Source: an optimization exercise on an open RTL-to-GDS flow (aim: small area and a short achievable clock period). Production flows keep margins and buffers that such runs may drop. At most, simulation tests tie the RTL to the original design; equivalence was not proved. Function not checked in runs 1 to 3: the RTL went through the layout flow alone. No activity file was given, so power comes from the tool's default toggle rates.

==> flow/design.v <==
module lc3_mem_responder #(
    parameter int ADDR_W      = 8,
    parameter int WAIT_CYCLES = 2
) (
    input  logic        clk,
    input  logic        rst,
    input  logic        rd,
    input  logic        wr,
    input  logic [15:0] addr,
    input  logic [15:0] din,
    output logic [15:0] dout,
    output logic        complete,
    output logic        busy
);
    localparam int DEPTH = 1 << ADDR_W;
    localparam int PAIRS = DEPTH / 2;
    localparam int HI_N  = 16;           
    localparam int LO_N  = PAIRS / HI_N;  
    function automatic logic pol(input logic e, input logic [1:0] c);
        pol = e ? !(c[1] ^ c[0]) : c[1];
    endfunction
    logic busy_r, s1_r, s2_r, complete_r;
    logic accept_s, last_s;
    assign accept_s = !busy_r && (rd || wr);
    assign last_s   = busy_r && !s1_r && !s2_r;
    always_ff @(posedge clk or negedge rst) begin
        if (!rst) begin
            busy_r     <= 1'b0;
            s1_r       <= 1'b0;
            s2_r       <= 1'b0;
            complete_r <= 1'b0;
        end else begin
            busy_r     <= accept_s || s1_r || s2_r;
            s1_r       <= accept_s;
            s2_r       <= s1_r;
            complete_r <= last_s;
        end
    end
    logic [HI_N-1:0] rhi_r;
    logic [LO_N-1:0] rlo_r;
    logic            ra0_r;
    logic [15:0]     data_r;
    logic            op_rd_r;
    always_ff @(posedge clk) begin
        if (!busy_r) begin
            for (int g = 0; g < HI_N; g++) rhi_r[g] <= (addr[7:4] == 4'(g));
            for (int k = 0; k < LO_N; k++) rlo_r[k] <= (addr[3:1] == 3'(k));
            ra0_r   <= addr[0];
            data_r  <= din;
            op_rd_r <= rd;
        end
    end
    logic [3:0]      whi_r;
    logic [2:0]      wlo_r;
    logic            wa0_r;
    logic [15:0]     wdata_r;
    logic            wload_s;
    logic [3:0]      rhi_bin_s;
    logic [2:0]      rlo_bin_s;
    always_comb begin
        rhi_bin_s = '0;
        rlo_bin_s = '0;
        for (int g = 0; g < HI_N; g++) if (rhi_r[g]) rhi_bin_s = rhi_bin_s | 4'(g);
        for (int k = 0; k < LO_N; k++) if (rlo_r[k]) rlo_bin_s = rlo_bin_s | 3'(k);
    end
    logic            wvalid_r;
    assign wload_s = s2_r && !op_rd_r;
    always_ff @(posedge clk) begin
        if (wload_s) begin
            whi_r   <= rhi_bin_s;
            wlo_r   <= rlo_bin_s;
            wa0_r   <= ra0_r;
            wdata_r <= data_r;
        end
    end
    logic [1:0] cnt_r;
    logic       go1_r;
    logic       w2_r, w3_r, w4_r;
    always_ff @(posedge clk or negedge rst) begin
        if (!rst) begin
            go1_r <= 1'b0;
        end else begin
            go1_r <= wload_s;
        end
    end
    always_ff @(posedge clk) begin
        cnt_r <= cnt_r + 2'd1;
        w2_r  <= go1_r;
        w3_r  <= w2_r;
        w4_r  <= w3_r;
        if (go1_r) begin
            wvalid_r <= 1'b1;
        end else if (wload_s) begin
            wvalid_r <= 1'b0;
        end
    end
    logic [1:0]  cnt_n;
    logic        enter_s;
    logic        fval_s;
    logic [15:0] col_s;
    assign cnt_n   = cnt_r + 2'd1;
    assign enter_s = (wa0_r == cnt_n[0]);
    assign fval_s  = pol(wa0_r, cnt_n);
    assign col_s   = {16{(go1_r || w2_r || w3_r || w4_r) && enter_s}} & ~(wdata_r ^ {16{fval_s}});
    logic [PAIRS-1:0] wsel_s;
    logic [PAIRS-1:0] rsel_s;
    always_comb begin
        for (int m = 0; m < PAIRS; m++) begin
            wsel_s[m] = (whi_r == 4'(m / LO_N)) && (wlo_r == 3'(m % LO_N));
            rsel_s[m] = rhi_r[m / LO_N] && rlo_r[m % LO_N];
        end
    end
    logic [15:0] mem_x [0:PAIRS-1];
    logic [15:0] mem_y [0:PAIRS-1];
    always_ff @(posedge clk) begin
        for (int m = 0; m < PAIRS; m++) begin
            mem_x[m] <= ~(mem_y[m] | ({16{wsel_s[m]}} & col_s));
            mem_y[m] <= mem_x[m];
        end
    end
    localparam int PARTS = 4;
    localparam int PER   = PAIRS / PARTS;
    logic [15:0] part_s [0:PARTS-1];
    always_comb begin
        for (int p = 0; p < PARTS; p++) begin
            part_s[p] = '0;
            for (int m = p * PER; m < (p + 1) * PER; m++) part_s[p] = part_s[p] | ({16{rsel_s[m]}} & mem_x[m]);
        end
    end
    logic [15:0] part_r [0:PARTS-1];
    logic        ppol_r;
    logic        fwd_r;
    always_ff @(posedge clk) begin
        if (ra0_r == cnt_r[0]) begin
            for (int p = 0; p < PARTS; p++) part_r[p] <= part_s[p];
            ppol_r <= cnt_r[1];
            fwd_r  <= wvalid_r && (ra0_r == wa0_r) && rhi_r[whi_r] && rlo_r[wlo_r];
        end
    end
    logic [15:0] rdata_s;
    always_comb begin
        rdata_s = '0;
        for (int p = 0; p < PARTS; p++) rdata_s = rdata_s | part_r[p];
    end
    logic [15:0] dout_r;
    always_ff @(posedge clk) begin
        dout_r <= fwd_r ? wdata_r : (rdata_s ^ {16{ppol_r}});
    end
    assign dout     = dout_r;
    assign complete = complete_r;
    assign busy     = busy_r;
endmodule
==> flow/run.sh <==
#!/bin/bash
# synth_recipe.tcl (not shown) runs the flow's synth.tcl, then flattens the netlist and writes it again
# the make line also repeats each setting of config.mk as NAME=value (left out here)
make -C /OpenROAD-flow-scripts/flow DESIGN_CONFIG=/design/flow/config.mk WORK_HOME=/design/flow/orfs CLKGATE_MAP_FILE= SYNTH_SCRIPT=/design/flow/synth_recipe.tcl finish
==> flow/config.mk <==
export PLATFORM = sky130hd
export DESIGN_NAME = lc3_mem_responder
export DESIGN_NICKNAME = lc3_mem_responder
export VERILOG_FILES = /design/flow/design.v
export SDC_FILE = /design/flow/constraint.sdc
export NUM_CORES = 4
export LEC_CHECK = 0
export CAP_MARGIN = 20
export CORE_MARGIN = 2
export CORE_UTILIZATION = 55
export CTS_CLUSTER_DIAMETER = 60
export CTS_CLUSTER_SIZE = 24
export SETUP_SLACK_MARGIN = 2.2
export SLEW_MARGIN = 20
export SYNTH_MEMORY_MAX_BITS = 8192
==> flow/constraint.sdc <==
create_clock -name core_clock -period 4.6 [get_ports {clk}]
set_input_delay 0.9200 -clock core_clock [delete_from_list [all_inputs] [get_ports {clk}]]
set_output_delay 0.9200 -clock core_clock [all_outputs]
set_load 0.01 [all_outputs]
==> reports/metrics.csv, run 1 <==
stage;metric;value;unit
status;status;timing/DRC/antenna clean;
critical_path;WS Path Type;flip-flop to flip-flop;
critical_path;Critical Path RT;5.19;ns
critical_path;CP most frequent cell;nand4_1;
finish;post-route design area;0.129;mm^2
finish;Storage cell area;0.0865;mm^2
synthesis;#FFs+latches synth;4255;
critical_path;Crit Path Max Fanout;25;
floorplan;Die W;460;um
floorplan;Die H;460;um
critical_path;Max stage delay on crit path;0.92;ns
synthesis;Seq/Total Area, Yosys;0.756;
power;Leak;49.9;nW
timing;setup ws final;1.80;ns
timing;Final Hold Fails;0;
critical_path;CP max-delay cell;a222oi_1;
cts;CTS Hold Buffers Added;0;
timing;FMAX;357;MHz
finish;P&R area growth vs syn;12.7;%
floorplan;die area;0.212;mm^2
synthesis;ranking of synthesized cells by area;dfxtp_1 (72%), a21oi_1 (9.4%), a22oi_1 (4.5%);
drt;WL/cell;30.5;um
drt;drt pass-1 iters;8;
cts;Reg clk slew, reported paths;0.10;ns
critical_path;Worst setup SP type;flip-flop;
finish;share of cells above drive strength 1;0.123;
cts;Root Buffer;clkbuf_16;
floorplan;IO Count;54;
finish;fin util;0.623;
power;Total Power;76.7;mW
place;dpl ws;1.42;ns
critical_path;worst path bufs/invs;3;
timing;Final Max Tran Viols;0;
place;Post-DP Area;0.118;mm^2
critical_path;CP endpoint kind;flip-flop;
timing;final setup violation count;0;
drt;drt drc;0;
min_path;Hold Crit Class;input port to asynchronous set/reset pin;
floorplan;core area;0.207;mm^2
synthesis;ys flop type;dfxtp_1;
place;# port buffers;45;
place;dpl hpwl;205000;um
drt;DRT Wirelength;367000;um
global_route;GRT Util Overall;0.338;
timing;final setup TNS;0;ns
power;pwr dens;594;mW/mm^2
critical_path;cell chain of the critical path;buf_4 > buf_12 > buf_16 > a22oi_1 > nand4_1 > a222oi_1 > nand4_1;
cts;Clock Latency Late Sink;0.91;ns
flow_run;max-cap viol count;0;
synthesis;Synth Cell Area;0.114;mm^2
timing;Relative slew margins;0.198;
floorplan;Initial Util;0.553;
synthesis;Mapped Nets;9063;
timing;final worst-path cycle share;0.609;
critical_path;Worst setup startpoint;rlo_r[3];
synthesis;Yosys top cell area share;0.720;
critical_path;Worst EP arrival;3.39;ns
critical_path;CP top delay family;compound AO/OA/AOI/OAI gates;
synthesis;Post-synth EDFFs;132;
synthesis;Avg Inst Size Synth;12.7;um^2
synthesis;Yosys Warn Count;5;
synthesis;list of most frequent post-synthesis cells;dfxtp_1 (4118), a21oi_1 (2152), a22oi_1 (680);
timing;Slew @ Worst Pin;1.20;ns
critical_path;end point of the critical path;part_r[0][7];
timing;RSZ-0062 raised after global routing;true;
cts;CTS buffer count;207;
timing;post-route minimum period;2.80;ns
timing;Final Skew;0.0389;ns
drt;routed vias/inst;6.14;
cts;CTS tree;done;
cts;CTS HTree Levels;4;
drt;initial DRC count;8646;
finish;NumNets Final;9201;
cts;# clock sinks;4255;
critical_path;R2R Path End;part_r[0][7];
critical_path;FF-to-FF path depth;7;
critical_path;reg2reg start;rlo_r[3];
drt;post-route ant nets;0;
global_route;number of global-route vias before repair;72800;
critical_path;Crit path depth;7;
finish;FILL cells;15900;
critical_path;slack of the worst reg-to-reg path;1.80;ns
global_route;largest net degree at the start of global routing;81;
global_route;remaining global-route overflow;0;
drt;via count;74100;
finish;Multi-input gate area;0.0255;mm^2
global_route;first-pass GRT wire length;521000;um
synthesis;most frequent cell after synthesis;dfxtp_1;
synthesis;Post-Synthesis Cells;9027;
synthesis;asr flop ratio synth;0.00118;
synthesis;Yosys cell types;65;
place;routability cong.;0.852;
power;Max IR drop VDD;0.540;mV
global_route;initial antenna violation count;10;
floorplan;row cnt;167;
cts;clock buffer depth;3;
synthesis;Synth area leader;dfxtp_1;
==> report_power, final <==
| group | internal (mW) | leakage (nW) | switching, mW |
|---|---|---|---|
| Clock | 8.94 | 3.02 | 11.6 |
| Sequential | 38.6 | 36.9 | 0.887 |
| Combinational | 5.83 | 10.0 | 10.8 |
| Total | 53.3 | 49.9 | 23.4 |
==> cells in the final DEF (no fill, tap or decap), drive strengths merged, types with 8 or more instances in the layout <==
cell type and count:
clkinvlp 10, nor4 35, buf 543, clkdlybuf4s15 11, a222oi 118, o22a 10, o21ai 34, a22oi 680
xnor2 19, nor3 18, clkinv 32, nand3 137, nand2 193, o211ai 17, dfxtp 4118, a211oi 9
a21oi 2152, a31oi 20, o22ai 38, a22o 207, a32oi 8, bufbuf 13, clkbuf 267, a2111oi 9
nand4 42, and3 10, xor2 18, inv 42, edfxtp 132, clkdlybuf4s50 27, nor2 182, a221oi 41
==> metrics by stage <==
stage / hold slack [ns] / std cells
2_1_floorplan: 0.324 / 9027
3_3_place_gp: 0.333 / 11500
3_5_place_dp: 0.335 / 11500
4_1_cts: 0.214 / 12000
5_1_grt: 0.233 / 12100
6_report: 0.242 / 12100
==> what timing repair did <==
action                                  4_1_cts  5_1_grt
buffers inserted                            141       51
gates cloned                                 25        9
resized for setup                           360      163
pin swaps                                   109      140
endpoints found under the setup margin     2117     1306
==> routing by layer <==
metal	vias up	wire [um]	track usage
met4	2	15100	0.129
met1	37600	157000	0.480
met2	3361	163000	0.520
li1	32500	-	-
met5	-	7	0
met3	646	31800	0.0538
==> state kept, by name, summed over array words and instances (netlist names), 2 cells and up <==
name,flops
mem_y,2048
data_r,16
wlo_r,3
dout_r,16
rlo_r,8
whi_r,4
mem_x,2048
cnt_r,2
rhi_r,16
part_r,64
wdata_r,16
==> final cells by class <==
type,instances,share of cell area
Tap cell,2788,0.0270
Antenna cell,7,0.000136
Clock inverter,54,0.00360
Inverter,32,0.00110
Sequential cell,4255,0.671
Multi-Input combinational cell,4067,0.198
Clock buffer,259,0.0441
Timing Repair Buffer,602,0.0556
==> kinds of logic (layout without fill, tap and decap cells) <==
| group | count (synthesis) | after routing | share of synthesized area |
|---|---|---|---|
| AO/OA/AOI/OAI | 3367 | 3367 | 0.178 |
| other | 0 | 7 | 0 |
| flip-flops | 4255 | 4255 | 0.756 |
| multiplexers | 7 | 7 | 0.00128 |
| XOR/XNOR | 37 | 37 | 0.00365 |
| AND/OR/NAND/NOR | 654 | 656 | 0.0271 |
| buffers and inverters | 707 | 947 | 0.0337 |
==> how the worst min path moves through the flow <==
stage | startpoint | end | slack, ns | depth (start not counted)
after global routing | rst | complete_r | 0.23 | 1
after global placement | mem_x[124][2] | mem_y[124][2] | 0.33 | 0
after detailed placement | mem_x[84][9] | mem_y[84][9] | 0.33 | 0
final | rst | complete_r | 0.24 | 1
after floorplan | mem_x[124][2] | mem_y[124][2] | 0.32 | 0
after CTS | rst | complete_r | 0.21 | 1
==> inputs of run 2 (changes only) <==
--- a/flow/design.v
+++ b/flow/design.v
@@ -77,3 +77,3 @@
     logic       go1_r;
-    logic       w2_r, w3_r, w4_r;
+    logic       w2_r, w3_r, wlate_r;
     always_ff @(posedge clk or negedge rst) begin
@@ -86,6 +86,6 @@
     always_ff @(posedge clk) begin
-        cnt_r <= cnt_r + 2'd1;
-        w2_r  <= go1_r;
-        w3_r  <= w2_r;
-        w4_r  <= w3_r;
+        cnt_r   <= cnt_r + 2'd1;
+        w2_r    <= go1_r;
+        w3_r    <= w2_r;
+        wlate_r <= go1_r || w2_r || w3_r;
         if (go1_r) begin
@@ -96,10 +96,14 @@
     end
-    logic [1:0]  cnt_n;
-    logic        enter_s;
-    logic        fval_s;
+    logic [15:0] wdata_d;
+    logic        wa0_d;
+    logic [1:0]  cnt_nn;
+    logic [15:0] colv_r;
     logic [15:0] col_s;
-    assign cnt_n   = cnt_r + 2'd1;
-    assign enter_s = (wa0_r == cnt_n[0]);
-    assign fval_s  = pol(wa0_r, cnt_n);
-    assign col_s   = {16{(go1_r || w2_r || w3_r || w4_r) && enter_s}} & ~(wdata_r ^ {16{fval_s}});
+    assign wdata_d = wload_s ? data_r : wdata_r;
+    assign wa0_d   = wload_s ? ra0_r : wa0_r;
+    assign cnt_nn  = cnt_r + 2'd2;
+    always_ff @(posedge clk) begin
+        colv_r <= {16{wa0_d == cnt_nn[0]}} & ~(wdata_d ^ {16{pol(wa0_d, cnt_nn)}});
+    end
+    assign col_s = {16{go1_r || wlate_r}} & colv_r;
     logic [PAIRS-1:0] wsel_s;
==> reports/metrics.csv, run 2 <==
stage;metric;value;unit
synthesis;Seq/Total Area, Yosys;0.760;
synthesis;list of most frequent post-synthesis cells;dfxtp_1 (4151), a21oi_1 (2085), a22oi_1 (626);
cts;CTS buffer count;210;
drt;WL met1;158000;um
critical_path;reg2reg start;rlo_r[7];
critical_path;R2R Path End;part_r[2][4];
synthesis;Avg Inst Size Synth;12.5;um^2
cts;Reg clk slew, reported paths;0.09;ns
global_route;largest net degree at the start of global routing;129;
finish;FILL cells;15800;
drt;drt drc;0;
timing;Slew @ Worst Pin;1.27;ns
timing;Relative slew margins;0.142;
finish;share of cells above drive strength 1;0.125;
synthesis;asr flop ratio synth;0.00117;
cts;clock buffer depth;3;
drt;drt pass-1 iters;9;
timing;Final Hold Fails;0;
finish;largest registers;mem_x (2048), mem_y (2048), part_r (64);
synthesis;Synth area leader;dfxtp_1;
floorplan;die area;0.211;mm^2
synthesis;#FFs+latches synth;4271;
critical_path;Worst EP arrival;3.43;ns
floorplan;core area;0.207;mm^2
drt;post-route ant nets;0;
timing;final worst-path cycle share;0.600;
drt;met2 WL;164000;um
floorplan;Die W;459;um
timing;final setup TNS;0;ns
drt;DRT Wirelength;370000;um
timing;post-route minimum period;2.76;ns
synthesis;Post-synth EDFFs;115;
status;status;timing/DRC/antenna clean;
finish;commonest non-fill, non-tap cell in the layout;dfxtp_1;
timing;FMAX;363;MHz
drt;initial DRC count;8744;
critical_path;WS Path Type;flip-flop to flip-flop;
global_route;first-pass GRT wire length;522000;um
timing;Final Skew;0.0416;ns
floorplan;Die H;459;um
synthesis;Mapped Nets;9127;
critical_path;FF-to-FF path depth;8;
global_route;number of global-route vias before repair;72700;
timing;final setup violation count;0;
finish;NumNets Final;9294;
drt;wire length on met3;30600;um
cts;Clock Latency Late Sink;0.92;ns
floorplan;row cnt;167;
synthesis;Simple-Gate Fraction of Synth Area;0.0316;
flow_run;max-cap viol count;0;
place;# port buffers;45;
synthesis;Yosys Warn Count;5;
global_route;remaining global-route overflow;0;
synthesis;ys flop type;dfxtp_1;
cts;Root Buffer;clkbuf_16;
synthesis;Yosys top cell area share;0.729;
synthesis;largest family of logic cells by synthesized area;compound AO/OA/AOI/OAI gates;
cts;# clock sinks;4271;
place;dpl hpwl;198000;um
timing;RSZ-0062 raised after global routing;true;
timing;Final Max Tran Viols;0;
synthesis;Post-Synthesis Cells;9091;
critical_path;Crit Path Max Fanout;6;
floorplan;Initial Util;0.552;
place;Placed Instances;11500;
floorplan;IO Count;54;
cts;CTS HTree Levels;4;
global_route;initial antenna violation count;19;
finish;non-filler instance count after layout;12100;
drt;routed vias/inst;6.19;
critical_path;Critical Path RT;5.27;ns
synthesis;ranking of synthesized cells by area;dfxtp_1 (73%), a21oi_1 (9.2%), a22oi_1 (4.1%);
power;Max IR drop VDD;0.542;mV
min_path;Hold Crit Class;input port to asynchronous set/reset pin;
global_route;GRT Util Overall;0.339;
synthesis;Synth Cell Area;0.114;mm^2
drt;uppermost layer routed;met5;
synthesis;most frequent cell after synthesis;dfxtp_1;
cts;CTS tree;done;
power;Total Power;78.8;mW
finish;most frequent cells in the layout;dfxtp_1 (4149), a21oi_1 (2077), a22oi_1 (528), buf_4 (354), a22o_1 (325);
drt;WL/cell;30.6;um
synthesis;Synth Area in Compound Gates;0.179;
place;routability cong.;0.833;
synthesis;post-synthesis mux area share;0.00296;
synthesis;xor and xnor area share after synthesis;0.00154;
synthesis;area share of fa/ha/maj cells after synthesis;0;
power;Leak;50.6;nW
power;pwr dens;606;mW/mm^2
critical_path;slack of the worst reg-to-reg path;1.84;ns
synthesis;Yosys cell types;52;
finish;P&R area growth vs syn;14.0;%
drt;via count;74800;
critical_path;CP endpoint kind;flip-flop;
critical_path;Worst setup SP type;flip-flop;
## run 2: changes by cell type after synthesis, sizes merged, moves of 17 or more
cell	delta
o22ai	-37
clkbuf	+213
dfxtp	+33
edfxtp	-17
mux2	+17
nand2	+72
a222oi	+23
a22o	+119
buf	-203
nor2b	+21
a21oi	-67
a22oi	-54
## run 2: kinds of logic (layout without fill, tap and decap cells)
logic type,count (synthesis),after routing
AO/OA/AOI/OAI,3305,3305
XOR/XNOR,20,20
buffers and inverters,720,1000
flip-flops,4271,4271
multiplexers,24,24
other,0,11
AND/OR/NAND/NOR,751,755
## run 2: worst max-delay path by stage
stage	startpoint	end	slack [ns]
6_report	rlo_r[7]	part_r[2][4]	1.84
5_1_grt	rlo_r[7]	part_r[0][4]	1.83
4_1_cts	rlo_r[5]	part_r[2][4]	1.92
3_5_place_dp	rlo_r[3]	part_r[3][13]	1.40
3_3_place_gp	rlo_r[7]	part_r[1][11]	1.30
2_1_floorplan	ra0_r	fwd_r	2.52
## run 2: area by class of cell
class,count,area [um^2],share of cell area
Sequential cell,4271,86700,0.667
Tap cell,2704,3380,0.0260
Timing Repair Buffer,636,7430,0.0571
Inverter,35,131,0.00101
Clock inverter,53,661,0.00508
Multi-Input combinational cell,4104,25800,0.198
Antenna cell,11,27.5,0.000212
Clock buffer,276,5910,0.0455
## run 2: power by group
part	internal [mW]	switching [mW]	total, mW
combinational	6.30	11.3	17.6
sequential	38.8	1.03	39.9
clock	9.65	11.7	21.4
total	54.8	24.0	78.8
## run 2: per-stage QoR
step | setup slack, ns | hold WS (ns) | utilization | area, um^2
4_1_cts | 1.92 | 0.251 | 0.622 | 129000
3_5_place_dp | 1.40 | 0.334 | 0.573 | 118000
3_3_place_gp | 1.30 | 0.330 | 0.572 | 118000
5_1_grt | 1.83 | 0.263 | 0.629 | 130000
2_1_floorplan | 2.52 | 0.324 | - | 114000
6_report | 1.84 | 0.277 | 0.629 | 130000
## run 2: what timing repair did
item | 4_1_cts | 5_1_grt
hold buffers | 0 | 0
pin swaps | 171 | 155
gates cloned | 30 | 6
setup buffers | 169 | 64
endpoints found under the setup margin | 1071 | 424
gates resized for setup | 351 | 136
## run 2: critical path: stages, from the launching register on
cell,delay (ns)
edfxtp_1,0.44
clkbuf_16,0.21
buf_12,0.13
buf_16,0.14
a22oi_2,0.12
nand3_1,0.11
a222oi_1,0.77
nand4_1,0.34
a21o_1,0.24
## run 2: per-layer routing
layer  up-vias  track usage
li1      32700            -
met1     38100        0.474
met2      3322        0.526
met3       684       0.0572
met4         8        0.138
met5         -            0
==> inputs of run 3 (changes only) <==
--- a/flow/config.mk
+++ b/flow/config.mk
@@ -12,3 +12,3 @@
 export CTS_CLUSTER_SIZE = 24
-export SETUP_SLACK_MARGIN = 2.2
+export SETUP_SLACK_MARGIN = 1.9
 export SLEW_MARGIN = 20
==> reports/metrics.csv, run 3 <==
stage;metric;value;unit
cts;# clock sinks;4271;
drt;via count;73100;
critical_path;Worst setup SP type;flip-flop;
flow_run;max-cap viol count;0;
global_route;remaining global-route overflow;0;
critical_path;CP endpoint kind;flip-flop;
drt;drt pass-1 iters;8;
critical_path;Max stage delay on crit path;0.91;ns
min_path;Hold Crit Class;input port to asynchronous set/reset pin;
synthesis;Seq/Total Area, Yosys;0.760;
synthesis;Post-Synthesis Cells;9091;
finish;Storage cell area;0.0867;mm^2
floorplan;core area;0.207;mm^2
global_route;GRT Util Overall;0.325;
timing;Final Skew;0.0420;ns
place;# port buffers;45;
finish;most frequent cells in the layout;dfxtp_1 (4150), a21oi_1 (2084), a22oi_1 (619), a22o_1 (326), buf_4 (302);
timing;Relative slew margins;0.190;
critical_path;Crit path depth;6;
drt;drt drc;0;
power;Max IR drop VDD;0.547;mV
global_route;number of global-route vias before repair;71800;
cts;CTS tree;done;
place;routability cong.;0.833;
timing;post-route minimum period;2.85;ns
synthesis;Synth area leader;dfxtp_1;
critical_path;cell chain of the critical path;buf_6 > buf_12 > a22oi_1 > nand4_1 > a222oi_1 > nand2_1;
power;Total Power;76.0;mW
synthesis;asr flop ratio synth;0.00117;
timing;FMAX;351;MHz
synthesis;Yosys cell types;52;
cts;clock buffer depth;3;
drt;post-route ant nets;0;
critical_path;CP top delay family;compound AO/OA/AOI/OAI gates;
finish;P&R area growth vs syn;10.6;%
finish;FILL cells;16200;
synthesis;#FFs+latches synth;4271;
synthesis;Mapped Nets;9127;
floorplan;Die H;459;um
critical_path;worst path bufs/invs;2;
timing;final setup TNS;0;ns
floorplan;IO Count;54;
critical_path;R2R Path End;part_r[2][12];
cts;Root Buffer;clkbuf_16;
place;dpl hpwl;198000;um
finish;share of cells above drive strength 1;0.0865;
critical_path;FF-to-FF path depth;6;
critical_path;Crit Path Max Fanout;37;
drt;DRT Wirelength;352000;um
cts;CTS HTree Levels;4;
floorplan;Initial Util;0.552;
floorplan;Die W;459;um
synthesis;Post-synth EDFFs;115;
global_route;largest net degree at the start of global routing;129;
floorplan;die area;0.211;mm^2
synthesis;ranking of synthesized cells by area;dfxtp_1 (73%), a21oi_1 (9.2%), a22oi_1 (4.1%);
timing;Final Hold Fails;0;
synthesis;Yosys top cell area share;0.729;
timing;final setup violation count;0;
timing;Final Max Tran Viols;0;
global_route;first-pass GRT wire length;505000;um
critical_path;reg2reg start;rlo_r[0];
finish;Multi-input gate area;0.0248;mm^2
finish;commonest non-fill, non-tap cell in the layout;dfxtp_1;
global_route;initial antenna violation count;14;
power;pwr dens;603;mW/mm^2
timing;final worst-path cycle share;0.619;
power;Leak;49.0;nW
status;status;timing/DRC/antenna clean;
synthesis;Yosys Warn Count;5;
drt;initial DRC count;8411;
floorplan;row cnt;167;
timing;RSZ-0062 raised after global routing;true;
critical_path;Worst setup startpoint;rlo_r[0];
critical_path;slack of the worst reg-to-reg path;1.75;ns
synthesis;Synth Cell Area;0.114;mm^2
drt;routed vias/inst;6.15;
critical_path;Critical Path RT;5.22;ns
drt;WL/cell;29.6;um
finish;largest registers;mem_x (2048), mem_y (2048), part_r (64);
synthesis;Avg Inst Size Synth;12.5;um^2
critical_path;CP max-delay cell;a222oi_1;
cts;Clock Latency Late Sink;0.92;ns
synthesis;ys flop type;dfxtp_1;
cts;Reg clk slew, reported paths;0.09;ns
synthesis;list of most frequent post-synthesis cells;dfxtp_1 (4151), a21oi_1 (2085), a22oi_1 (626);
synthesis;most frequent cell after synthesis;dfxtp_1;
critical_path;end point of the critical path;part_r[2][12];
timing;Slew @ Worst Pin;1.20;ns
cts;CTS buffer count;210;
finish;NumNets Final;9095;
critical_path;WS Path Type;flip-flop to flip-flop;
critical_path;Worst EP arrival;3.47;ns
-- run 3: cell count changes in the layout (fill, tap and decap cells not counted), moves of 11 or more --
| cell | previous run | this run |
|---|---|---|
| buf_16 | 32 | 2 |
| buf_4 | 354 | 302 |
| buf_8 | 28 | 7 |
| buf_12 | 85 | 58 |
| nand2_1 | 250 | 264 |
| nand3_1 | 121 | 144 |
| a22oi_2 | 98 | 7 |
| a22oi_1 | 528 | 619 |
| nand2_2 | 14 | 1 |
| buf_6 | 76 | 16 |
| dlygate4sd2_1 | 0 | 11 |
| nand3_2 | 26 | 5 |
| a221oi_1 | 22 | 37 |
-- run 3: through the flow --
stage | std cells | setup slack, ns | utilization | cell area [um^2] | hold slack (ns)
floorplan | 9091 | 2.52 | - | 114000 | 0.324
global placement | 11500 | 1.30 | 0.572 | 118000 | 0.330
detailed placement | 11500 | 1.40 | 0.573 | 118000 | 0.334
CTS | 11900 | 1.83 | 0.608 | 126000 | 0.251
global route | 11900 | 1.85 | 0.610 | 126000 | 0.265
finish | 11900 | 1.75 | 0.610 | 126000 | 0.283
-- run 3: cell families (layout without fill, tap and decap cells) --
kind of cell,Yosys count,in the layout,synth area share
AND/OR/NAND/NOR,751,752,0.0316
XOR/XNOR,20,20,0.00154
buffers and inverters,720,804,0.0249
flip-flops,4271,4271,0.760
AO/OA/AOI/OAI,3305,3305,0.179
multiplexers,24,24,0.00296
other,0,7,0
-- run 3: repair_timing --
| item | in CTS | in global routing |
|---|---|---|
| setup buffers | 35 | 25 |
| setup endpoints to repair | 124 | 142 |
| pin swaps | 15 | 30 |
| cloned | 7 | 3 |
| gates resized for setup | 36 | 41 |
| hold buffers | 0 | 0 |
| hold endpoints to repair | 0 | 0 |
-- run 3: how the worst min path moves through the flow --
| stage | startpoint | end | slack (ns) | depth (start not counted) |
|---|---|---|---|---|
| 2_1_floorplan | mem_x[12][14] | mem_y[12][14] | 0.32 | 0 |
| 3_3_place_gp | w2_r | w3_r | 0.33 | 0 |
| 3_5_place_dp | mem_x[62][12] | mem_y[62][12] | 0.33 | 0 |
| 4_1_cts | rst | go1_r | 0.25 | 1 |
| 5_1_grt | rst | go1_r | 0.26 | 1 |
| 6_report | rst | go1_r | 0.28 | 1 |
-- run 3: metal layers --
| layer | GRT usage | wire length, um | vias to the layer above |
|---|---|---|---|
| met3 | 0.0479 | 27300 | 537 |
| met5 | 0 | 34 | - |
| met2 | 0.511 | 158000 | 3034 |
| met1 | 0.465 | 154000 | 37200 |
| li1 | - | - | 32300 |
| met4 | 0.101 | 12000 | 4 |
-- run 3: area by class of cell --
cell class | count | share of cell area
sequential | 4271 | 0.687
antenna | 7 | 0.000139
multi-input combinational | 4101 | 0.197
clock inverter | 53 | 0.00524
inverter | 35 | 0.00104
timing repair buffer | 440 | 0.0357
clock buffer | 276 | 0.0468
tap | 2704 | 0.0268
-- run 3: report_power, final --
group          internal (mW)  switching, mW
combinational           4.77           9.98
clock                   9.65           11.7
sequential              38.8           1.10
total                   53.3           22.8
==> inputs of run 4 (changes only) <==
--- a/flow/design.v
+++ b/flow/design.v
@@ -124,3 +124,3 @@
     end
-    localparam int PARTS = 4;
+    localparam int PARTS = 8;
     localparam int PER   = PAIRS / PARTS;
@@ -137,7 +137,5 @@
     always_ff @(posedge clk) begin
-        if (ra0_r == cnt_r[0]) begin
-            for (int p = 0; p < PARTS; p++) part_r[p] <= part_s[p];
-            ppol_r <= cnt_r[1];
-            fwd_r  <= wvalid_r && (ra0_r == wa0_r) && rhi_r[whi_r] && rlo_r[wlo_r];
-        end
+        for (int p = 0; p < PARTS; p++) part_r[p] <= part_s[p];
+        ppol_r <= cnt_r[1];
+        fwd_r  <= wvalid_r && (ra0_r == wa0_r) && rhi_r[whi_r] && rlo_r[wlo_r];
     end
@@ -150,3 +148,5 @@
     always_ff @(posedge clk) begin
-        dout_r <= fwd_r ? wdata_r : (rdata_s ^ {16{ppol_r}});
+        if (ra0_r != cnt_r[0]) begin
+            dout_r <= fwd_r ? wdata_r : (rdata_s ^ {16{ppol_r}});
+        end
     end
--- a/flow/config.mk
+++ b/flow/config.mk
@@ -10,5 +10,6 @@
 export CORE_UTILIZATION = 55
-export CTS_CLUSTER_DIAMETER = 60
-export CTS_CLUSTER_SIZE = 24
-export SETUP_SLACK_MARGIN = 1.9
+export CTS_BUF_LIST = sky130_fd_sc_hd__clkbuf_8
+export CTS_CLUSTER_DIAMETER = 50
+export CTS_CLUSTER_SIZE = 20
+export SETUP_SLACK_MARGIN = 2.1
 export SLEW_MARGIN = 20
==> reports/metrics.csv, run 4 <==
stage;metric;value;unit
floorplan;Die H;458;um
synthesis;post-synthesis mux area share;0.00297;
flow_run;max-cap viol count;0;
synthesis;#FFs+latches synth;4335;
power;Max IR drop VDD;0.434;mV
synthesis;ys flop type;dfxtp_1;
global_route;largest net degree at the start of global routing;129;
min_path;Hold Crit Class;flip-flop to flip-flop;
synthesis;Synth Area in Compound Gates;0.170;
synthesis;Yosys cell types;43;
cts;Clock Latency Late Sink;1.11;ns
synthesis;Seq/Total Area, Yosys;0.770;
synthesis;Post-synth EDFFs;65;
cts;# clock sinks;4335;
cts;CTS HTree Levels;5;
cts;Reg clk slew, reported paths;0.11;ns
power;Leak;48.3;nW
global_route;number of global-route vias before repair;70400;
drt;WL/cell;26.6;um
global_route;initial antenna violation count;11;
timing;RSZ-0062 raised after global routing;true;
drt;routed vias/inst;5.94;
synthesis;asr flop ratio synth;0.00115;
place;dpl hpwl;177000;um
cts;CTS tree;done;
floorplan;row cnt;166;
drt;initial DRC count;6496;
timing;Slew @ Worst Pin;1.23;ns
finish;Multi-input gate area;0.0239;mm^2
timing;final setup violation count;0;
timing;final setup TNS;0;ns
critical_path;WS Path Type;flip-flop to output pin;
synthesis;ranking of synthesized cells by area;dfxtp_1 (75%), a21oi_1 (9.0%), a22oi_1 (5.4%);
power;Psw;21.7;mW
critical_path;slack of the worst reg-to-reg path;2.12;ns
synthesis;Post-Synthesis Cells;8962;
power;Gate power share;0.166;
floorplan;die area;0.210;mm^2
timing;Final Max Tran Viols;0;
global_route;remaining global-route overflow;0;
critical_path;cell chain of the critical path;clkdlybuf4s15_1;
place;# port buffers;45;
timing;final worst-path cycle share;0.578;
global_route;GRT Util Overall;0.294;
synthesis;list of most frequent post-synthesis cells;dfxtp_1 (4265), a21oi_1 (2051), a22oi_1 (810);
drt;DRT Wirelength;315000;um
critical_path;CP top delay family;flip-flops;
finish;share of cells above drive strength 1;0.0961;
timing;Final Hold Fails;0;
synthesis;Avg Inst Size Synth;12.7;um^2
cts;clock buffer depth;4;
drt;post-route ant nets;0;
timing;FMAX;376;MHz
synthesis;Synth area leader;dfxtp_1;
critical_path;CP endpoint kind;output pin;
synthesis;Yosys top cell area share;0.752;
floorplan;core area;0.205;mm^2
cts;Root Buffer;clkbuf_8;
critical_path;Max stage delay on crit path;0.40;ns
timing;Relative slew margins;0.173;
synthesis;area share of fa/ha/maj cells after synthesis;0;
critical_path;worst path bufs/invs;1;
power;Sw Share;0.298;
finish;Storage cell area;0.0875;mm^2
synthesis;Mapped Nets;8998;
timing;post-route minimum period;2.66;ns
timing;Final Skew;0.0572;ns
synthesis;xor and xnor area share after synthesis;0.00154;
cts;CTS buffer count;312;
finish;FILL cells;16100;
finish;largest registers;mem_x (2048), mem_y (2048), part_r (128);
synthesis;Yosys Warn Count;5;
finish;commonest non-fill, non-tap cell in the layout;dfxtp_1;
synthesis;largest family of logic cells by synthesized area;compound AO/OA/AOI/OAI gates;
power;Internal;51.0;mW
finish;most frequent cells in the layout;dfxtp_1 (4264), a21oi_1 (2051), a22oi_1 (810), clkbuf_8 (338), buf_4 (235);
power;pwr dens;586;mW/mm^2
synthesis;Simple-Gate Fraction of Synth Area;0.0315;
finish;P&R area growth vs syn;9.35;%
drt;via count;70200;
global_route;first-pass GRT wire length;466000;um
critical_path;Crit Path Max Fanout;3;
power;sequential power share;0.551;
critical_path;Critical Path RT;3.68;ns
drt;drt drc;0;
drt;drt pass-1 iters;9;
critical_path;Worst setup SP type;flip-flop;
floorplan;Die W;458;um
critical_path;CP max-delay cell;dfrtp_1;
status;status;timing/DRC/antenna clean;
finish;NumNets Final;8988;
power;Clock power frac;0.283;
floorplan;Initial Util;0.554;
synthesis;most frequent cell after synthesis;dfxtp_1;
place;routability cong.;0.794;
timing;hold_ws;0.318;ns
synthesis;Synth Cell Area;0.114;mm^2
critical_path;Worst EP arrival;1.74;ns
floorplan;IO Count;54;
[run 4: cell count changes after synthesis, moves of 22 or more]
cell,change
a222oi_1,-22
a22oi_1,+184
a22o_1,-163
a21oi_1,-34
buf_1,-71
dfxtp_1,+114
nand4_1,+61
edfxtp_1,-50
clkbuf_1,+35
a221oi_1,-40
nand2_1,-107
[run 4: cells by family (layout without fill, tap and decap cells)]
group / after synthesis / in the layout
DFF: 4335 / 4335
AOI/OAI and AO/OA: 3193 / 3193
and+or+nand+nor: 711 / 712
buffers and inverters: 679 / 845
muxes: 24 / 24
xor gates and xnor gates: 20 / 20
other: 0 / 13
[run 4: what timing repair did]
| action | in CTS | in global routing |
|---|---|---|
| endpoints found under the setup margin | 773 | 439 |
| setup buffers | 19 | 14 |
| hold endpoints to repair | 1 | 0 |
| gates resized for setup | 103 | 20 |
| pin swaps | 4 | 10 |
| cloned | 1 | 0 |
| hold buffers | 1 | 0 |
[run 4: power by group through the flow]
| stage | clock network [mW] | registers [mW] | logic (mW) |
|---|---|---|---|
| 2_1_floorplan | 0 | 40.6 | 6.84 |
| 3_3_place_gp | 0 | 41.0 | 11.7 |
| 3_5_place_dp | 0 | 41.0 | 11.7 |
| 4_1_cts | 20.8 | 40.1 | 11.9 |
| 5_1_grt | 22.2 | 40.3 | 12.6 |
| 6_report | 20.6 | 40.1 | 12.1 |
[run 4: final cells by class]
| type | count | share of cell area |
|---|---|---|
| clock buffers | 338 | 0.0375 |
| diodes | 13 | 0.000262 |
| multi-input cells | 3949 | 0.192 |
| clock inverters | 153 | 0.0136 |
| repair buffers | 327 | 0.0242 |
| flip-flops and latches | 4335 | 0.704 |
| well taps | 2688 | 0.0271 |
| inverters | 27 | 0.000816 |
[run 4: worst paths after layout]
check | depth (start not counted) | end | from
worst max-delay path | 1 | busy | busy_r
worst max register to register | 5 | mem_x[44][8] | whi_r[3]
worst min-delay path | 0 | mem_y[46][11] | mem_x[46][11]
worst min register to register | 0 | mem_y[46][11] | mem_x[46][11]
max in group asynchronous | 2 | go1_r | rst
min in group asynchronous | 2 | complete_r | rst
[run 4: per-stage QoR]
| stage | utilization | std cells | total power [mW] | setup WS, ns | area (um^2) |
|---|---|---|---|---|---|
| 2_1_floorplan | - | 8962 | 47.4 | 2.69 | 114000 |
| 6_report | 0.606 | 11800 | 72.7 | 1.94 | 124000 |
| 3_3_place_gp | 0.572 | 11300 | 52.7 | 1.63 | 117000 |
| 3_5_place_dp | 0.572 | 11300 | 52.7 | 1.60 | 117000 |
| 5_1_grt | 0.606 | 11800 | 75.1 | 1.88 | 124000 |
| 4_1_cts | 0.604 | 11800 | 72.8 | 1.80 | 124000 |
[run 4: layer usage]
metal	vias up	routed length [um]	global-route usage
li1	31900	-	-
met1	35600	141000	0.410
met2	2203	146000	0.476
met3	563	18000	0.0389
met4	6	9830	0.0914
met5	-	34	0
==> inputs of run 5 (changes only) <==
--- a/flow/config.mk
+++ b/flow/config.mk
@@ -10,5 +10,4 @@
 export CORE_UTILIZATION = 55
-export CTS_BUF_LIST = sky130_fd_sc_hd__clkbuf_8
-export CTS_CLUSTER_DIAMETER = 50
-export CTS_CLUSTER_SIZE = 20
+export CTS_CLUSTER_DIAMETER = 60
+export CTS_CLUSTER_SIZE = 24
 export SETUP_SLACK_MARGIN = 2.1
==> reports/metrics.csv, run 5 <==
stage;metric;value;unit
place;dpl hpwl;177000;um
finish;largest registers;mem_x (2048), mem_y (2048), part_r (128);
floorplan;Initial Util;0.554;
finish;commonest non-fill, non-tap cell in the layout;dfxtp_1;
cts;CTS HTree Levels;4;
power;Internal;52.6;mW
drt;DRT Wirelength;312000;um
floorplan;IO Count;54;
floorplan;die area;0.210;mm^2
cts;clock buffer depth;3;
cts;CTS Hold Buffers Added;0;
cts;Root Buffer;clkbuf_16;
power;Gate power share;0.164;
place;# port buffers;45;
cts;# clock sinks;4335;
drt;WL/cell;26.8;um
timing;final setup violation count;0;
drt;via count;69600;
synthesis;Post-Synthesis Cells;8962;
drt;routed vias/inst;5.97;
global_route;number of global-route vias before repair;69600;
critical_path;CP endpoint kind;flip-flop;
synthesis;Yosys Warn Count;5;
floorplan;Die W;458;um
drt;initial DRC count;6732;
flow_run;max-cap viol count;0;
critical_path;Critical Path RT;5.19;ns
synthesis;Yosys cell types;43;
global_route;met2 Usage GRT;0.476;
global_route;GRT met3 Usage;0.0351;
global_route;largest net degree at the start of global routing;129;
power;Clock power frac;0.291;
synthesis;Simple-Gate Fraction of Synth Area;0.0315;
cts;Clock Latency Late Sink;0.89;ns
synthesis;largest family of logic cells by synthesized area;compound AO/OA/AOI/OAI gates;
power;sequential power share;0.545;
critical_path;Worst setup SP type;flip-flop;
synthesis;Seq/Total Area, Yosys;0.770;
global_route;GRT Util Overall;0.291;
finish;post-route design area;0.125;mm^2
status;status;timing/DRC/antenna clean;
timing;Relative slew margins;0.158;
place;routability cong.;0.794;
cts;Reg clk slew, reported paths;0.09;ns
drt;post-route ant nets;0;
critical_path;WS Path Type;flip-flop to flip-flop;
finish;P&R area growth vs syn;9.67;%
timing;RSZ-0062 raised after global routing;true;
cts;CTS buffer count;212;
synthesis;Post-synth EDFFs;65;
synthesis;ranking of synthesized cells by area;dfxtp_1 (75%), a21oi_1 (9.0%), a22oi_1 (5.4%);
synthesis;#FFs+latches synth;4335;
finish;most frequent cells in the layout;dfxtp_1 (4264), a21oi_1 (2051), a22oi_1 (810), buf_4 (237), clkbuf_16 (219);
power;Leak;48.2;nW
synthesis;Avg Inst Size Synth;12.7;um^2
timing;post-route minimum period;2.50;ns
timing;Final Max Tran Viols;0;
synthesis;Synth Cell Area;0.114;mm^2
timing;final setup TNS;0;ns
timing;final worst-path cycle share;0.545;
synthesis;asr flop ratio synth;0.00115;
power;Total Power;73.6;mW
synthesis;most frequent cell after synthesis;dfxtp_1;
global_route;remaining global-route overflow;0;
finish;FILL cells;15900;
global_route;initial antenna violation count;9;
critical_path;Worst EP arrival;3.09;ns
timing;Final Hold Fails;0;
synthesis;list of most frequent post-synthesis cells;dfxtp_1 (4265), a21oi_1 (2051), a22oi_1 (810);
min_path;Hold Crit Class;input port to asynchronous set/reset pin;
power;Psw;21.0;mW
floorplan;Die H;458;um
cts;CTS tree;done;
finish;share of cells above drive strength 1;0.0771;
critical_path;Crit Path Max Fanout;1;
global_route;GR Layer Usage met1;0.409;
floorplan;core area;0.205;mm^2
drt;drt drc;0;
synthesis;Mapped Nets;8998;
synthesis;xor and xnor area share after synthesis;0.00154;
synthesis;post-synthesis mux area share;0.00297;
synthesis;Synth Area in Compound Gates;0.170;
synthesis;Yosys top cell area share;0.752;
power;Sw Share;0.286;
timing;FMAX;399;MHz
global_route;first-pass GRT wire length;461000;um
finish;NumNets Final;8892;
floorplan;row cnt;166;
drt;drt pass-1 iters;7;
power;pwr dens;591;mW/mm^2
power;Max IR drop VDD;0.426;mV
global_route;layer with the highest usage;met2;
synthesis;area share of fa/ha/maj cells after synthesis;0;
synthesis;Synth area leader;dfxtp_1;
timing;Slew @ Worst Pin;1.25;ns
timing;hold_ws;0.287;ns
timing;Final Skew;0.0392;ns
synthesis;ys flop type;dfxtp_1;
place;Post-DP Area;0.117;mm^2
## run 5: layout make-up
cell class / count / area (um^2) / share of cell area
sequential: 4335 / 87500 / 0.702
multi-input combinational: 3949 / 23800 / 0.191
clock buffer: 261 / 5820 / 0.0467
tap: 2688 / 3360 / 0.0270
timing repair buffer: 331 / 3160 / 0.0254
clock inverter: 57 / 769 / 0.00618
inverter: 27 / 101 / 0.000814
antenna: 6 / 15.0 / 0.000121
## run 5: worst max-delay path, cell delays in order, from the launching register on
cell and delay [ns]:
dfxtp_1 0.40, nor4_2 1.01, nand2_1 0.42, xnor2_1 0.28, o21ai_0 0.10
## run 5: final timing paths
path	start	endpoint	slack (ns)	cells past startpoint
min	rst	go1_r	0.29	1
max	part_r[1][8]	dout_r[8]	2.10	4
max in group asynchronous	rst	busy_r	4.06	1
min reg2reg	mem_x[25][14]	mem_y[25][14]	0.34	0
min in group core_clock	mem_x[25][14]	mem_y[25][14]	0.34	0
max reg2reg	part_r[1][8]	dout_r[8]	2.10	4
## run 5: power groups by stage
stage	Combinational [mW]	Sequential [mW]	Clock (mW)
floorplan	6.84	40.6	0
global placement	11.7	41.0	0
detailed placement	11.7	41.0	0
CTS	11.9	40.1	21.7
global route	12.6	40.2	23.0
finish	12.1	40.1	21.4
## run 5: per-layer routing
| metal | vias up | part of all wire |
|---|---|---|
| li1 | 31600 | - |
| met1 | 35400 | 0.45 |
| met2 | 2138 | 0.46 |
| met3 | 416 | 0.057 |
| met4 | 2 | 0.028 |
| met5 | - | 0.000042 |
## run 5: cells by family after synthesis
group | count (synthesis)
AOI/OAI and AO/OA | 3193
xor gates and xnor gates | 20
buffers and inverters | 679
DFF | 4335
muxes | 24
and+or+nand+nor | 711
## run 5: timing repair
action	4_1_cts	5_1_grt
gates cloned	1	0
buffers inserted	23	15
pin swaps	5	10
resized for setup	66	19
setup endpoints to repair	831	415
## run 5: per-stage QoR
step                utilization  setup WS (ns)  instances
detailed placement        0.572           1.60      11300
floorplan                     -           2.69       8962
global placement          0.572           1.63      11300
finish                    0.607           2.10      11700
CTS                       0.606           1.94      11600
global route              0.607           1.96      11700
==> inputs of run 6 (changes only) <==
--- a/flow/config.mk
+++ b/flow/config.mk
@@ -9,6 +9,6 @@
 export CORE_MARGIN = 2
-export CORE_UTILIZATION = 55
+export CORE_UTILIZATION = 65
 export CTS_CLUSTER_DIAMETER = 60
 export CTS_CLUSTER_SIZE = 24
-export SETUP_SLACK_MARGIN = 2.1
+export SETUP_SLACK_MARGIN = 2.2
 export SLEW_MARGIN = 20
==> reports/metrics.csv, run 6 <==
stage;metric;value;unit
drt;WL/cell;27.2;um
timing;post-route minimum period;2.48;ns
cts;CTS HTree Levels;4;
finish;NumNets Final;8943;
synthesis;Mapped Nets;8998;
synthesis;ranking of synthesized cells by area;dfxtp_1 (75%), a21oi_1 (9.0%), a22oi_1 (5.4%);
cts;CTS Hold Buffers Added;0;
timing;Relative slew margins;0.218;
finish;FILL cells;12000;
timing;RSZ-0062 raised after global routing;true;
cts;CTS buffer count;205;
global_route;largest net degree at the start of global routing;129;
drt;drt drc;0;
flow_run;max-cap viol count;0;
critical_path;CP endpoint kind;flip-flop;
timing;Final Max Tran Viols;0;
critical_path;CP most frequent cell;buf_12;
synthesis;ys flop type;dfxtp_1;
cts;Clock Latency Late Sink;0.89;ns
finish;largest registers;mem_x (2048), mem_y (2048), part_r (128);
drt;routed vias/inst;6.27;
synthesis;Yosys Warn Count;5;
place;routability cong.;0.844;
finish;Storage cell area;0.0875;mm^2
finish;fin util;0.715;
power;Max IR drop VDD;0.415;mV
drt;initial DRC count;7131;
place;dpl hpwl;173000;um
finish;Multi-input gate area;0.0240;mm^2
critical_path;WS Path Type;flip-flop to flip-flop;
floorplan;Initial Util;0.654;
global_route;initial antenna violation count;9;
global_route;met2 Usage GRT;0.536;
synthesis;Avg Inst Size Synth;12.7;um^2
synthesis;Post-synth EDFFs;65;
global_route;GRT Util Overall;0.336;
floorplan;core area;0.174;mm^2
synthesis;Synth area leader;dfxtp_1;
floorplan;IO Count;54;
min_path;Hold Crit Class;input port to asynchronous set/reset pin;
cts;clock buffer depth;3;
critical_path;worst path bufs/invs;3;
critical_path;Worst setup startpoint;rlo_r[0];
timing;Slew @ Worst Pin;1.16;ns
power;pwr dens;582;mW/mm^2
global_route;first-pass GRT wire length;455000;um
global_route;number of global-route vias before repair;70900;
status;status;timing/DRC/antenna clean;
finish;commonest non-fill, non-tap cell in the layout;dfxtp_1;
power;Leak;48.2;nW
cts;CTS tree;done;
critical_path;slack of the worst reg-to-reg path;2.12;ns
synthesis;#FFs+latches synth;4335;
critical_path;Worst EP arrival;3.23;ns
synthesis;Yosys top cell area share;0.752;
critical_path;Worst setup SP type;flip-flop;
drt;drt pass-1 iters;9;
drt;via count;70800;
critical_path;cell chain of the critical path;buf_12 > buf_12 > buf_12 > a22oi_1 > nand3_1 > a22oi_1 > nand2_1;
place;# port buffers;45;
timing;Final Hold Fails;0;
cts;Root Buffer;clkbuf_16;
cts;# clock sinks;4335;
critical_path;Max stage delay on crit path;0.57;ns
timing;final setup TNS;0;ns
timing;FMAX;403;MHz
critical_path;Critical Path RT;5.34;ns
critical_path;CP top delay family;compound AO/OA/AOI/OAI gates;
synthesis;Yosys cell types;43;
finish;P&R area growth vs syn;9.31;%
timing;final setup violation count;0;
drt;post-route ant nets;0;
synthesis;Seq/Total Area, Yosys;0.770;
synthesis;asr flop ratio synth;0.00115;
floorplan;die area;0.178;mm^2
synthesis;Post-Synthesis Cells;8962;
critical_path;CP max-delay cell;a22oi_1;
global_route;GR Layer Usage met1;0.470;
timing;Final Skew;0.0343;ns
finish;share of cells above drive strength 1;0.0812;
floorplan;row cnt;153;
global_route;GRT met3 Usage;0.0493;
synthesis;list of most frequent post-synthesis cells;dfxtp_1 (4265), a21oi_1 (2051), a22oi_1 (810);
floorplan;Die H;422;um
drt;DRT Wirelength;308000;um
synthesis;Synth Cell Area;0.114;mm^2
synthesis;most frequent cell after synthesis;dfxtp_1;
timing;final worst-path cycle share;0.540;
cts;Reg clk slew, reported paths;0.09;ns
global_route;layer with the highest usage;met2;
global_route;remaining global-route overflow;0;
floorplan;Die W;422;um
critical_path;reg2reg start;rlo_r[0];
finish;most frequent cells in the layout;dfxtp_1 (4264), a21oi_1 (2051), a22oi_1 (810), buf_4 (263), clkbuf_16 (214);
critical_path;Crit Path Max Fanout;73;
run 6: kinds of logic after synthesis:
kind of cell           synth area share
AO/OA/AOI/OAI                     0.170
XOR/XNOR                        0.00154
buffers and inverters            0.0236
flip-flops                        0.770
multiplexers                    0.00297
AND/OR/NAND/NOR                  0.0315
run 6: what timing repair did:
action | in CTS | in global routing
gates resized for setup | 124 | 33
setup endpoints to repair | 1108 | 1128
pin swaps | 31 | 8
hold endpoints to repair | 0 | 0
buffers inserted | 65 | 28
gates cloned | 1 | 5
run 6: layout make-up:
class                           count  area share
Multi-Input combinational cell   3949       0.193
Sequential cell                  4335       0.705
Tap cell                         2325      0.0234
Timing Repair Buffer              389      0.0317
Clock inverter                     28     0.00264
Inverter                           27    0.000816
Antenna cell                        4   0.0000806
Clock buffer                      234      0.0435
run 6: per-layer routing:
layer,vias to the layer above,routed length (um)
li1,31700,-
met1,35800,133000
met2,2743,141000
met3,523,22200
met4,4,11700
met5,-,26
run 6: power by group:
group | internal [mW] | switching [mW]
sequential | 39.3 | 0.905
combinational | 3.75 | 8.46
clock | 8.65 | 11.3
total | 51.7 | 20.6
run 6: worst paths after layout:
kind	to	cells past startpoint
setup reg to reg	part_r[0][10]	7
max in group asynchronous	s1_r	1
setup / recovery	part_r[0][10]	7
hold reg to reg	mem_y[99][1]	0
min in group core_clock	mem_y[99][1]	0
hold / removal	go1_r	1
run 6: stage by stage:
stage                     hold slack [ns]  area [um^2]  power, mW  worst slack [ns]  instances
after CTS                           0.243       124000       71.9              1.87      11300
after floorplan                     0.324       114000       47.4              2.69       8962
after global routing                0.288       124000       74.4              2.01      11300
after global placement              0.332       117000       52.4              1.76      10900
after detailed placement            0.332       117000       52.6              1.67      10900
final                               0.290       124000       72.3              2.12      11300
run 6: worst reg2reg max path: cells and delay by family, from the launching register on:
family,cells,cell delay [ns]
AO/OA/AOI/OAI,2,1.09
buffers and inverters,3,0.50
flip-flops,1,0.46
AND/OR/NAND/NOR,2,0.32
==> inputs of run 7 (changes only) <==
--- a/flow/config.mk
+++ b/flow/config.mk
@@ -12,3 +12,3 @@
 export CTS_CLUSTER_SIZE = 24
-export SETUP_SLACK_MARGIN = 2.2
+export SETUP_SLACK_MARGIN = 2.5
 export SLEW_MARGIN = 20
==> reports/metrics.csv, run 7 <==
stage;metric;value;unit
status;status;timing/DRC/antenna clean;
timing;post-route minimum period;2.37;ns
finish;Multi-input gate area;0.0245;mm^2
drt;routed vias/inst;6.31;
critical_path;cell chain of the critical path;buf_2;
drt;DRT Wirelength;328000;um
cts;# clock sinks;4335;
synthesis;Avg Inst Size Synth;12.7;um^2
critical_path;slack of the worst reg-to-reg path;2.27;ns
drt;initial DRC count;7988;
drt;WL/cell;28.7;um
min_path;Hold Crit Class;input port to asynchronous set/reset pin;
critical_path;CP top delay family;flip-flops;
floorplan;Die W;422;um
synthesis;list of most frequent post-synthesis cells;dfxtp_1 (4265), a21oi_1 (2051), a22oi_1 (810);
finish;P&R area growth vs syn;12.0;%
timing;final setup TNS;0;ns
synthesis;Mapped Nets;8998;
finish;share of cells above drive strength 1;0.103;
drt;via count;72200;
timing;final worst-path cycle share;0.516;
power;Total Power;74.6;mW
cts;CTS HTree Levels;4;
finish;NumNets Final;9086;
critical_path;Critical Path RT;3.68;ns
finish;FILL cells;11600;
synthesis;ys flop type;dfxtp_1;
critical_path;Worst EP arrival;1.45;ns
cts;Clock Latency Late Sink;0.89;ns
timing;Final Max Tran Viols;0;
timing;Slew @ Worst Pin;1.08;ns
critical_path;Worst setup SP type;flip-flop;
power;Sw Share;0.291;
floorplan;Initial Util;0.654;
finish;non-filler instance count after layout;11400;
global_route;number of global-route vias before repair;71800;
timing;Relative slew margins;0.278;
floorplan;Die H;422;um
place;routability cong.;0.844;
drt;drt drc;0;
power;sequential power share;0.538;
power;Psw;21.7;mW
timing;RSZ-0062 raised after global routing;true;
critical_path;WS Path Type;flip-flop to output pin;
synthesis;most frequent cell after synthesis;dfxtp_1;
critical_path;CP max-delay cell;edfxtp_1;
global_route;largest net degree at the start of global routing;129;
timing;FMAX;421;MHz
finish;largest registers;mem_x (2048), mem_y (2048), part_r (128);
synthesis;asr flop ratio synth;0.00115;
floorplan;core area;0.174;mm^2
synthesis;ranking of synthesized cells by area;dfxtp_1 (75%), a21oi_1 (9.0%), a22oi_1 (5.4%);
critical_path;Crit path depth;1;
power;pwr dens;586;mW/mm^2
power;Internal;52.9;mW
synthesis;Yosys cell types;43;
cts;CTS tree;done;
synthesis;Post-Synthesis Cells;8962;
global_route;first-pass GRT wire length;466000;um
synthesis;Yosys top cell area share;0.752;
power;Clock power frac;0.268;
synthesis;Yosys Warn Count;5;
cts;Reg clk slew, reported paths;0.09;ns
flow_run;max-cap viol count;0;
power;Max IR drop VDD;0.427;mV
cts;CTS Hold Buffers Added;0;
timing;Final Hold Fails;0;
critical_path;R2R Path End;part_r[0][5];
critical_path;FF-to-FF path depth;4;
synthesis;Synth area leader;dfxtp_1;
global_route;GRT Util Overall;0.347;
timing;Final Skew;0.0396;ns
critical_path;CP endpoint kind;output pin;
critical_path;Crit Path Max Fanout;1;
finish;post-route design area;0.127;mm^2
finish;Storage cell area;0.0875;mm^2
critical_path;worst path bufs/invs;1;
global_route;remaining global-route overflow;0;
power;Leak;49.6;nW
place;Post-DP Area;0.117;mm^2
place;Placed Instances;10900;
drt;post-route ant nets;0;
floorplan;die area;0.178;mm^2
power;Gate power share;0.194;
global_route;initial antenna violation count;10;
synthesis;Post-synth EDFFs;65;
timing;final setup violation count;0;
drt;drt pass-1 iters;9;
cts;Root Buffer;clkbuf_16;
floorplan;IO Count;54;
floorplan;row cnt;153;
cts;CTS buffer count;205;
synthesis;Synth Cell Area;0.114;mm^2
critical_path;reg2reg start;rhi_r[1];
place;dpl hpwl;173000;um
finish;most frequent cells in the layout;dfxtp_1 (4264), a21oi_1 (2051), a22oi_1 (770), buf_4 (279), clkbuf_16 (230);
cts;clock buffer depth;3;
place;# port buffers;45;
timing;hold_ws;0.290;ns
synthesis;Seq/Total Area, Yosys;0.770;
synthesis;#FFs+latches synth;4335;
critical_path;Max stage delay on crit path;0.42;ns
finish;commonest non-fill, non-tap cell in the layout;dfxtp_1;
==> run 7: cell counts after synthesis <==
No cell type changed its count.
==> run 7: how the worst max path moves through the flow <==
| stage | start | endpoint | slack (ns) |
|---|---|---|---|
| floorplan | wlo_r[0] | mem_x[124][10] | 2.69 |
| global placement | wlo_r[0] | mem_x[100][8] | 1.76 |
| detailed placement | whi_r[0] | mem_x[106][12] | 1.67 |
| CTS | dout_r[2] | dout[2] | 2.16 |
| global route | dout_r[2] | dout[2] | 2.16 |
| finish | dout_r[2] | dout[2] | 2.23 |
==> run 7: stage by stage <==
stage           util  worst slack [ns]
6_report       0.733              2.23
5_1_grt        0.733              2.16
4_1_cts        0.722              2.16
3_5_place_dp   0.672              1.67
3_3_place_gp   0.672              1.76
2_1_floorplan      -              2.69
==> run 7: final cells by class <==
class / instances / area share
inverter: 27 / 0.000797
clock buffer: 234 / 0.0425
timing repair buffer: 532 / 0.0513
clock inverter: 28 / 0.00258
multi-input combinational: 3949 / 0.192
tap: 2325 / 0.0229
antenna: 7 / 0.000138
sequential: 4335 / 0.687
==> run 7: power groups by stage <==
| stage | clock (mW) | sequential (mW) | combinational (mW) |
|---|---|---|---|
| global route | 21.4 | 40.2 | 15.0 |
| global placement | 0 | 41.0 | 11.4 |
| CTS | 20.0 | 40.1 | 12.7 |
| finish | 20.0 | 40.1 | 14.5 |
| detailed placement | 0 | 41.1 | 11.5 |
| floorplan | 0 | 40.6 | 6.84 |
==> run 7: repair_timing <==
action                     4_1_cts  5_1_grt
buffers inserted               143       66
setup endpoints to repair     2175      734
gates resized for setup        269      167
gates cloned                    12       22
pin swaps                       88       92
==> run 7: kinds of logic after synthesis <==
kind of cell / synth area share
DFF: 0.770
AOI/OAI and AO/OA: 0.170
and+or+nand+nor: 0.0315
buffers and inverters: 0.0236
muxes: 0.00297
xor gates and xnor gates: 0.00154
==> run 7: routing by layer <==
metal | GRT usage | vias up | routed length [um]
li1 | - | 32000 | -
met1 | 0.480 | 36400 | 136000
met2 | 0.551 | 3176 | 148000
met3 | 0.0544 | 634 | 27400
met4 | 0.133 | 2 | 15700
met5 | 0 | - | 13
==> inputs of run 8 (changes only) <==
--- a/flow/config.mk
+++ b/flow/config.mk
@@ -11,4 +11,4 @@
 export CTS_CLUSTER_DIAMETER = 60
-export CTS_CLUSTER_SIZE = 24
-export SETUP_SLACK_MARGIN = 2.5
+export CTS_CLUSTER_SIZE = 28
+export SETUP_SLACK_MARGIN = 2.6
 export SLEW_MARGIN = 20
==> reports/metrics.csv, run 8 <==
stage;metric;value;unit
synthesis;ranking of synthesized cells by area;dfxtp_1 (75%), a21oi_1 (9.0%), a22oi_1 (5.4%);
critical_path;CP top delay family;flip-flops;
power;Max IR drop VDD;0.438;mV
cts;clock buffer depth;3;
floorplan;IO Count;54;
global_route;first-pass GRT wire length;489000;um
power;pwr dens;592;mW/mm^2
synthesis;Avg Inst Size Synth;12.7;um^2
drt;post-route ant nets;0;
place;# port buffers;45;
critical_path;WS Path Type;flip-flop to output pin;
synthesis;Synth Cell Area;0.114;mm^2
drt;routed vias/inst;6.35;
drt;via count;73900;
critical_path;worst path bufs/invs;1;
synthesis;Synth area leader;dfxtp_1;
timing;final setup violation count;0;
floorplan;row cnt;153;
drt;DRT Wirelength;342000;um
critical_path;cell chain of the critical path;buf_2;
critical_path;Worst EP arrival;1.46;ns
cts;CTS Hold Buffers Added;0;
power;Internal;54.4;mW
synthesis;Seq/Total Area, Yosys;0.770;
floorplan;core area;0.174;mm^2
synthesis;Yosys Warn Count;5;
synthesis;list of most frequent post-synthesis cells;dfxtp_1 (4265), a21oi_1 (2051), a22oi_1 (810);
timing;final worst-path cycle share;0.517;
drt;WL/cell;29.4;um
finish;commonest non-fill, non-tap cell in the layout;dfxtp_1;
critical_path;Critical Path RT;3.68;ns
critical_path;CP endpoint kind;output pin;
timing;Slew @ Worst Pin;1.07;ns
finish;P&R area growth vs syn;15.3;%
floorplan;Initial Util;0.654;
timing;FMAX;420;MHz
critical_path;Worst setup SP type;flip-flop;
drt;initial DRC count;8561;
synthesis;Post-synth EDFFs;65;
timing;Final Hold Fails;0;
floorplan;die area;0.178;mm^2
cts;Clock Latency Late Sink;0.89;ns
global_route;GRT Util Overall;0.368;
synthesis;Yosys top cell area share;0.752;
finish;fin util;0.754;
finish;share of cells above drive strength 1;0.140;
timing;final setup TNS;0;ns
power;Psw;23.0;mW
finish;largest registers;mem_x (2048), mem_y (2048), part_r (128);
cts;# clock sinks;4335;
drt;drt pass-1 iters;9;
power;sequential power share;0.518;
synthesis;most frequent cell after synthesis;dfxtp_1;
critical_path;CP max-delay cell;edfxtp_1;
synthesis;Mapped Nets;8998;
global_route;number of global-route vias before repair;72800;
global_route;remaining global-route overflow;0;
cts;CTS tree;done;
place;dpl hpwl;173000;um
cts;Reg clk slew, reported paths;0.10;ns
timing;Final Skew;0.0330;ns
finish;most frequent cells in the layout;dfxtp_1 (4264), a21oi_1 (2050), a22oi_1 (644), buf_4 (306), clkbuf_16 (217);
global_route;largest net degree at the start of global routing;129;
drt;drt drc;0;
min_path;Hold Crit Class;input port to asynchronous set/reset pin;
cts;CTS HTree Levels;4;
cts;Root Buffer;clkbuf_16;
status;status;timing/DRC/antenna clean;
global_route;initial antenna violation count;10;
cts;CTS buffer count;192;
timing;Final Max Tran Viols;0;
floorplan;Die H;422;um
critical_path;Max stage delay on crit path;0.42;ns
synthesis;#FFs+latches synth;4335;
floorplan;Die W;422;um
critical_path;Crit Path Max Fanout;1;
power;Sw Share;0.297;
place;routability cong.;0.844;
power;Clock power frac;0.268;
synthesis;Yosys cell types;43;
timing;RSZ-0062 raised after global routing;true;
synthesis;ys flop type;dfxtp_1;
synthesis;asr flop ratio synth;0.00115;
timing;Relative slew margins;0.284;
finish;NumNets Final;9210;
flow_run;max-cap viol count;0;
synthesis;Post-Synthesis Cells;8962;
power;Gate power share;0.214;
timing;post-route minimum period;2.38;ns
power;Leak;51.1;nW
## run 8: cell counts after synthesis
No cell type changed its count.
## run 8: logic make-up after synthesis
family / share of synthesized area
DFF: 0.770
muxes: 0.00297
xor gates and xnor gates: 0.00154
buffers and inverters: 0.0236
AOI/OAI and AO/OA: 0.170
and+or+nand+nor: 0.0315
## run 8: path summary, 6_finish.rpt
check,start,end,slack (ns),cells after the start
min in group core_clock,mem_x[74][10],mem_y[74][10],0.34,0
worst min-delay path,rst,go1_r,0.27,1
max in group asynchronous,rst,s1_r,4.11,1
worst max register to register,rhi_r[1],part_r[0][5],2.29,4
worst max-delay path,dout_r[2],dout[2],2.22,1
worst min register to register,mem_x[74][10],mem_y[74][10],0.34,0
## run 8: power groups by stage
stage	clock network, mW	logic (mW)	registers [mW]
floorplan	0	6.84	40.6
global placement	0	11.4	41.0
detailed placement	0	11.5	41.1
CTS	20.7	15.0	40.1
global route	22.2	17.0	40.2
finish	20.8	16.6	40.1
## run 8: metal layers
metal / share of wire / global-route usage
met1: 0.41 / 0.505
met2: 0.45 / 0.579
met3: 0.086 / 0.0609
met4: 0.056 / 0.159
met5: 0.000079 / 0
## run 8: area by class of cell
type	count	area, um^2
fill	11100	42700
tap	2325	2910
multi-input combinational	3950	25300
sequential	4335	87500
inverter	27	101
clock buffer	224	5270
timing repair buffer	668	8810
antenna	6	15.0
clock inverter	87	962
## run 8: through the flow
stage	instances	worst slack (ns)	total power [mW]	hold WS, ns	cell area (um^2)
final	11600	2.22	77.5	0.270	131000
after global routing	11600	2.14	79.4	0.264	131000
after CTS	11500	2.15	75.9	0.234	129000
after detailed placement	10900	1.67	52.6	0.332	117000
after global placement	10900	1.76	52.4	0.332	117000
after floorplan	8962	2.69	47.4	0.324	114000
## run 8: timing repair
item                       in CTS  in global routing
cloned                         44                 17
buffers inserted              251                 68
gates resized for setup       537                222
pin swaps                     233                192
setup endpoints to repair    2216               1072
## run 8: worst reg2reg max path, stage by stage, from the launching register on
cell	delay, ns
edfxtp_1	0.65
buf_4	0.35
a22o_1	0.25
a222oi_1	0.74
inv_1	0.16

## static timing again, ports no longer ideal
The results above use ideal ports. As a check the final layouts listed here were re-extracted and re-timed, cells and wires unchanged.
Step 1 (the two cells are an assumption about what drives the block):
set clk [get_ports {clk}]
set_driving_cell -lib_cell sky130_fd_sc_hd__clkbuf_16 $clk
set_driving_cell -lib_cell sky130_fd_sc_hd__buf_2 [delete_from_list [all_inputs] $clk]
Step 2 adds t to the input delays and takes it off the output delays; t is the mean of the earliest and latest rising clock arrival at the registers after step 1. Input paths then give back, and output paths get back, about the clock's delay inside the block.
Three values: ideal ports, drivers, drivers and shift; two values: the first two.
run | t, ns | setup WS [ns] | hold WS [ns] | worst register clock-pin slew, ns | worst data-port slew with drivers (ns)
run 1 | 0.986 | 1.800 / 1.800 / 1.800 | 0.242 / 0.175 / 0.331 | 0.10 / 0.10 | 0.18
run 2 | 0.981 | 1.842 / 1.842 / 1.842 | 0.277 / 0.225 / 0.337 | 0.10 / 0.10 | 0.21
run 3 | 0.977 | 1.751 / 1.751 / 1.751 | 0.283 / 0.232 / 0.341 | 0.10 / 0.10 | 0.21
run 4 | 1.172 | 1.941 / 1.854 / 2.118 | 0.318 / 0.318 / 0.318 | 0.12 / 0.12 | 0.19
run 5 | 0.956 | 2.095 / 2.081 / 2.095 | 0.287 / 0.231 / 0.336 | 0.10 / 0.10 | 0.19
run 6 | 0.964 | 2.116 / 2.116 / 2.116 | 0.290 / 0.240 / 0.339 | 0.10 / 0.10 | 0.15
run 7 | 0.968 | 2.225 / 2.132 / 2.274 | 0.290 / 0.242 / 0.334 | 0.10 / 0.10 | 0.17
run 8 | 0.968 | 2.220 / 2.126 / 2.290 | 0.270 / 0.217 / 0.340 | 0.11 / 0.11 | 0.16
After both steps setup and hold are still met in every run listed.
